What follows belongs to an exercise in optimizing a design on an open flow for small area; a production flow would make more cautious choices. Function was checked by simulation only, so behaviour that the tests miss may differ from the original.

== the reference run ==
==> flow/design.v <==
package victim_buffer_pkg;
   localparam int SIZE = 4;
   localparam int TAG_W = 28;
   localparam int DATA_W = 256;
   typedef enum logic {IDLE, EVICT} vb_state_e;
   typedef struct packed {
      logic              valid;
      logic              dirty;
      logic [TAG_W-1:0]  tag;
      logic [DATA_W-1:0] data;
   } entry_t;
endpackage
module vb_first_one #(parameter int W = 4) (
   input  logic [W-1:0] req_i,
   output logic [W-1:0] onehot_o,
   output logic         any_o
);
   assign onehot_o = req_i & (~req_i + W'(1));
   assign any_o = |req_i;
endmodule
module victim_buffer_ctrl (
   input  logic              clk,
   input  logic              reset,
   input  logic              lookup_valid,
   output logic              lookup_ready,
   input  logic [victim_buffer_pkg::TAG_W-1:0]  lookup_tag,
   output logic              resp_valid,
   output logic              resp_hit,
   output logic              resp_dirty,
   output logic [victim_buffer_pkg::DATA_W-1:0] resp_data,
   input  logic              insert_valid,
   output logic              insert_ready,
   input  logic [victim_buffer_pkg::TAG_W-1:0]  insert_tag,
   input  logic [victim_buffer_pkg::DATA_W-1:0] insert_data,
   input  logic              insert_dirty,
   output logic              evict_valid,
   input  logic              evict_ready,
   output logic [victim_buffer_pkg::TAG_W-1:0]  evict_tag,
   output logic [victim_buffer_pkg::DATA_W-1:0] evict_data,
   input  logic [victim_buffer_pkg::SIZE-1:0]   lru_in,
   output logic [victim_buffer_pkg::SIZE-1:0]   usage_out,
   output logic              update_usage_out
);
   localparam int S = victim_buffer_pkg::SIZE;
   localparam int TW = victim_buffer_pkg::TAG_W;
   localparam int DW = victim_buffer_pkg::DATA_W;
   victim_buffer_pkg::vb_state_e state_q;
   logic           hold_dirty_q;
   logic [S-1:0]   valid_q, dirty_q, slot_q;
   logic [TW-1:0]  tag_q [S];
   logic [DW-1:0]  data_q [S];
   logic [TW-1:0]  out_tag_q;
   logic [DW-1:0]  out_data_q;
   logic           idle, lk_acc, ins_acc, hit_any, free_any, lru_any, match_any, go_evict;
   logic [S-1:0]   hit_oh, match_oh, post_valid, post_dirty, free_oh, lru_oh, lru_sel, slot_oh, dirty_new, out_sel;
   logic [TW-1:0]  lru_tag;
   logic [DW-1:0]  sel_data;
   assign idle = state_q == victim_buffer_pkg::IDLE;
   assign lookup_ready = idle;
   assign insert_ready = idle;
   assign evict_valid = !idle;
   assign lk_acc = lookup_valid && idle;
   assign ins_acc = insert_valid && idle;
   assign post_valid = valid_q & ~hit_oh;
   assign post_dirty = dirty_q & ~hit_oh;
   vb_first_one #(.W(S)) u_free (.req_i(~post_valid), .onehot_o(free_oh), .any_o(free_any));
   vb_first_one #(.W(S)) u_lru (.req_i(lru_in), .onehot_o(lru_oh), .any_o(lru_any));
   assign lru_sel = lru_any ? lru_oh : S'(1);
   assign hit_any = |hit_oh;
   assign match_any = |match_oh;
   assign slot_oh = match_any ? match_oh : free_any ? free_oh : lru_sel;
   assign go_evict = ins_acc && !match_any && !free_any && |(lru_sel & dirty_q);
   assign dirty_new = (match_any ? post_dirty : post_dirty & ~slot_oh) | (insert_dirty ? slot_oh : '0);
   assign out_sel = !idle ? '0 : hit_any ? hit_oh : lru_sel;
   always_comb begin
      hit_oh = '0;
      match_oh = '0;
      lru_tag = '0;
      sel_data = '0;
      for (int i = 0; i < S; i++) begin
         hit_oh[i] = lk_acc && valid_q[i] && tag_q[i] == lookup_tag;
         match_oh[i] = valid_q[i] && !hit_oh[i] && tag_q[i] == insert_tag;
         lru_tag = lru_tag | (idle && lru_sel[i] ? tag_q[i] : '0);
         sel_data = sel_data | (out_sel[i] ? data_q[i] : '0);
      end
   end
   assign evict_tag = out_tag_q;
   assign evict_data = out_data_q;
   assign resp_data = resp_hit ? out_data_q : '0;
   assign usage_out = slot_q;
   always_ff @(posedge clk or posedge reset)
      if (reset) begin
         state_q <= victim_buffer_pkg::IDLE;
         valid_q <= '0;
         dirty_q <= '0;
         resp_valid <= 1'b0;
         update_usage_out <= 1'b0;
      end else begin
         resp_valid <= lk_acc;
         update_usage_out <= 1'b0;
         if (idle) begin
            valid_q <= post_valid;
            dirty_q <= post_dirty;
            if (go_evict) begin
               state_q <= victim_buffer_pkg::EVICT;
            end else if (ins_acc) begin
               valid_q <= post_valid | slot_oh;
               dirty_q <= dirty_new;
               update_usage_out <= 1'b1;
            end
         end else if (evict_ready) begin
            state_q <= victim_buffer_pkg::IDLE;
            valid_q <= valid_q | slot_q;
            dirty_q <= (dirty_q & ~slot_q) | (hold_dirty_q ? slot_q : '0);
            update_usage_out <= 1'b1;
         end
      end
   always_ff @(posedge clk) begin
      resp_hit <= hit_any;
      resp_dirty <= |(hit_oh & dirty_q);
      if (ins_acc) begin
         slot_q <= slot_oh;
         hold_dirty_q <= insert_dirty;
      end
      out_tag_q <= lru_tag | (idle ? '0 : out_tag_q);
      out_data_q <= sel_data | (idle ? '0 : out_data_q);
   end
   always_ff @(posedge clk)
      for (int i = 0; i < S; i++)
         if (ins_acc && slot_oh[i]) begin
            tag_q[i] <= insert_tag;
            data_q[i] <= insert_data;
         end
endmodule
export LEC_CHECK = 0
export CAP_MARGIN = 20
export CORE_MARGIN = 2
export CORE_UTILIZATION = 65
export SLEW_MARGIN = 20
create_clock -name core_clock -period 6.0 [get_ports {clk}]
standard.sh (not shown) runs the stock make flow with config.mk's settings and CLKGATE_MAP_FILE= SYNTH_SCRIPT=/design/flow/synth_recipe.tcl, a recipe that flattens the netlist after the stock synthesis.
==> flow/flow/run.sh <==
#!/bin/bash
# The standard ORFS layout, with two changes that only cut buffer area:
#  - every port still gets its buffer, but the smallest one (buf_1) rather than the default pick;
#  - the clock tree uses clkbuf_4 leaves over larger sink clusters, without dummy loads.
set -euo pipefail
export BUFFER_PORTS_ARGS="-buffer_cell sky130_fd_sc_hd__buf_1"
export CTS_ARGS="-sink_clustering_enable -repair_clock_nets -buf_list sky130_fd_sc_hd__clkbuf_4 -root_buf sky130_fd_sc_hd__clkbuf_16 -sink_clustering_size 10 -sink_clustering_max_diameter 50 -dont_use_dummy_load"
bash standard.sh > standard.log 2>&1
Input-level comparison between the trial run and the reference run:
--- a/flow/design.v
+++ b/flow/design.v
@@ -71,7 +71,7 @@
    assign slot_oh = match_any ? match_oh : free_any ? free_oh : lru_sel;
    assign go_evict = ins_acc && !match_any && !free_any && |(lru_sel & dirty_q);
    assign dirty_new = (match_any ? post_dirty : post_dirty & ~slot_oh) | (insert_dirty ? slot_oh : '0);
-   assign out_sel = !idle ? '0 : hit_any ? hit_oh : lru_sel;
+   assign out_sel = hit_any ? hit_oh : lru_sel;
    always_comb begin
       hit_oh = '0;
       match_oh = '0;
@@ -80,7 +80,7 @@
       for (int i = 0; i < S; i++) begin
          hit_oh[i] = lk_acc && valid_q[i] && tag_q[i] == lookup_tag;
          match_oh[i] = valid_q[i] && !hit_oh[i] && tag_q[i] == insert_tag;
-         lru_tag = lru_tag | (idle && lru_sel[i] ? tag_q[i] : '0);
+         lru_tag = lru_tag | (lru_sel[i] ? tag_q[i] : '0);
          sel_data = sel_data | (out_sel[i] ? data_q[i] : '0);
       end
    end
@@ -122,8 +122,10 @@
          slot_q <= slot_oh;
          hold_dirty_q <= insert_dirty;
       end
-      out_tag_q <= lru_tag | (idle ? '0 : out_tag_q);
-      out_data_q <= sel_data | (idle ? '0 : out_data_q);
+      if (idle) begin
+         out_tag_q <= lru_tag;
+         out_data_q <= sel_data;
+      end
    end
    always_ff @(posedge clk)
       for (int i = 0; i < S; i++)
### Flow results
Cmp the trial run and the reference run / area overhead of the layout relative to synthesis / lower: the reference run. The transition time at the pin with the least slew margin number comes out lower for the trial run vs the reference run. NOTE netlist area before placement the reference run->the trial run increased by a few percent. ~same total placed cells including tap cells in the trial run and the reference run. Measured against the reference run, the area taken by flip-flops and latches of the trial run comes out at 1.07 times the reference value. Between the reference run and the trial run, the number of signal-net buffers in the layout figures differ only marginally.

-- separate check: timing with driven ports --
The results above use ideal ports. As a check the final layouts listed here were re-extracted and re-timed, cells and wires unchanged. Step 1: set_driving_cell puts a clkbuf_16 on clk and a buf_2 on each other input, an assumption about the parent block. Step 2 moves the port delays by t, midway between the first and last clock arrival at a register: inputs arrive t later, outputs are due t later. That takes back most of the time a late clock gives input paths. Slacks: ideal / step 1 / step 2; pairs: ideal / step 1.
run	t, ns	setup WS [ns]	worst register clock-pin slew, ns
the reference run	0.783	1.289 / 1.335 / 0.552	0.12 / 0.12
the trial run	0.800	1.452 / 1.506 / 0.706	0.11 / 0.11
After both steps setup and hold are still met in every run listed. For the trial run, which loses most, drivers alone change the setup slack by +0.054 ns; drivers and shift together by -0.746 ns.
